Context: an optimization exercise on an open-source flow, tuned for small area. The choices shown serve that exercise and are no tape-out recipe.
Function was checked by simulation only, so behaviour that the tests miss may differ from the original.

==> flow/design.v (excerpt) <==
module rpn_stack_evaluator #(
	parameter int STACK_DEPTH = 16,
	parameter int NUM_VARS = 32
) (
	input  logic               clk,
	input  logic               arst_n,
	input  logic               in_valid,
	output logic               in_ready,
	input  logic [2:0]         kind,
	input  logic [1:0]         op_code,
	input  logic [4:0]         var_index,
	input  logic signed [31:0] literal,
	output logic               out_valid,
	input  logic               out_ready,
	output logic               print_valid,
	output logic signed [31:0] print_value,
	output logic [2:0]         status
);
	localparam int W   = 4;
	localparam int NB  = 32 / W;
	localparam int LNB = $clog2(NB);
	localparam int PW  = LNB + 5;
	localparam logic [5:0] S_CLR  = 6'd0;
	localparam logic [5:0] S_IDLE = 6'd1;
	localparam logic [5:0] S_PUSH = 6'd2;
	localparam logic [5:0] S_RB1  = 6'd3;
	localparam logic [5:0] S_RB2  = 6'd4;
	localparam logic [5:0] S_RA1  = 6'd5;
	localparam logic [5:0] S_RA2  = 6'd6;
	localparam logic [5:0] S_OB   = 6'd7;
	localparam logic [5:0] S_AS1  = 6'd8;
	localparam logic [5:0] S_AS3  = 6'd9;
	localparam logic [5:0] S_ADD1 = 6'd10;
	localparam logic [5:0] S_ADD2 = 6'd11;
	localparam logic [5:0] S_MB   = 6'd12;
	localparam logic [5:0] S_MA   = 6'd13;
  ...
Size: about 2,000 cells after synthesis, roughly 1,600 flip-flops, ~36,000 µm² of cells after synthesis.
==> flow/config.mk <==
export PLATFORM = sky130hd
export DESIGN_NAME = rpn_stack_evaluator
export DESIGN_NICKNAME = rpn_stack_evaluator
export VERILOG_FILES = /design/flow/design.v
export SDC_FILE = /design/flow/constraint.sdc
export NUM_CORES = 4
export LEC_CHECK = 0
export ABC_AREA = 1
export CAP_MARGIN = 20
export CORE_MARGIN = 2
export CORE_UTILIZATION = 60
export CTS_BUF_LIST = sky130_fd_sc_hd__clkbuf_8
export CTS_CLUSTER_DIAMETER = 60
export CTS_CLUSTER_SIZE = 20
export PLACE_DENSITY = 0.7
export SLEW_MARGIN = 20
==> flow/constraint.sdc <==
create_clock -name core_clock -period 12.0 [get_ports {clk}]
set_input_delay 2.4000 -clock core_clock [delete_from_list [all_inputs] [get_ports {clk}]]
set_output_delay 2.4000 -clock core_clock [all_outputs]
set_load 0.01 [all_outputs]
standard.sh (not shown) runs the stock make flow with config.mk's settings and CLKGATE_MAP_FILE= SYNTH_SCRIPT=/design/flow/synth_recipe.tcl, a recipe that flattens the netlist after the stock synthesis.
==> flow/flow/run.sh <==
#!/bin/bash
# Own layout flow: the standard flow (standard.sh) with these changes:
#  - synthesis is synth_recipe.tcl unchanged except that its ABC call maps the
#    combinational logic with flow/area.abc (area only, no delay target) instead of
#    ORFS's abc_area.script; flip-flops are mapped before ABC, so registers, their
#    names and cell types are the standard synthesis's;
#  - port buffers use sky130_fd_sc_hd__buf_1 (the default pick is a 10 um2 delay buffer);
#  - clock tree synthesis without dummy loads, with clkbuf_8 leaf clusters.
# make's full output goes to flow_make.log here; ORFS keeps each step's log in orfs/logs/.
set -euo pipefail
here=$(pwd)
{
	head -n 1 synth_recipe.tcl
	cat <<TCL
proc abc {args} {
	set keep {}
	set skip 0
	foreach a \$args {
		if {\$skip} { set skip 0; continue }
		if {\$a eq "-script" || \$a eq "-D" || \$a eq "-constr"} { set skip 1; continue }
		lappend keep \$a
	}
	yosys abc -script $here/flow/area.abc {*}\$keep
}
TCL
	tail -n +2 synth_recipe.tcl
} > own_synth.tcl
export BUFFER_PORTS_ARGS="-buffer_cell sky130_fd_sc_hd__buf_1"
export CTS_ARGS="-sink_clustering_enable -repair_clock_nets -sink_clustering_size 20 -sink_clustering_max_diameter 60 -buf_list sky130_fd_sc_hd__clkbuf_8 -dont_use_dummy_load"
bash standard.sh SYNTH_SCRIPT=$here/own_synth.tcl finish > flow_make.log 2>&1
==> flow/flow/area.abc <==
strash
&get -n
&fraig -x
&put
dc2
strash
&get -n
&dch -f
&nf -R 1000
&put
The baseline ran to the end with no violations.
Then changed:
--- a/flow/flow/run.sh
+++ b/flow/flow/run.sh
@@ -29 +29 @@
-export CTS_ARGS="-sink_clustering_enable -repair_clock_nets -sink_clustering_size 20 -sink_clustering_max_diameter 60 -buf_list sky130_fd_sc_hd__clkbuf_8 -dont_use_dummy_load"
+export CTS_ARGS="-sink_clustering_enable -repair_clock_nets -sink_clustering_size 20 -sink_clustering_max_diameter 80 -buf_list sky130_fd_sc_hd__clkbuf_8 -dont_use_dummy_load"
What happened: The new run finished with timing, DRC and antenna clean; setup slack is worse by 0.047 ns; sequential cell count stays the same; design area barely changes; global-route usage came out higher by 0.10 points; synthesized area does not change.

[static timing again, ports no longer ideal]
In the flow no input, the clock included, has a driving cell. The finished layouts below were timed again as built, in two steps. Step 1 assumes that a clkbuf_16 drives the clock port and a buf_2 every other input. Step 2 also shifts input and output timing later by t, the mid clock arrival at the registers, as if the neighbouring blocks saw the same clock. a / b / c = ideal / step 1 / step 2; a / b = the first two.
run	t (ns)	setup slack, ns	hold slack, ns	worst register clock-pin slew, ns	cell pins on the clock port's net
the first run	0.717	6.593 / 6.538 / 6.223	0.207 / 0.207 / 0.207	0.11 / 0.11	1
the second run	0.717	6.546 / 6.492 / 6.207	0.212 / 0.212 / 0.212	0.11 / 0.11	1
After both steps setup and hold are still met in every run listed. For the first run, which loses most, drivers alone change the setup slack by -0.055 ns; drivers and shift together by -0.370 ns.
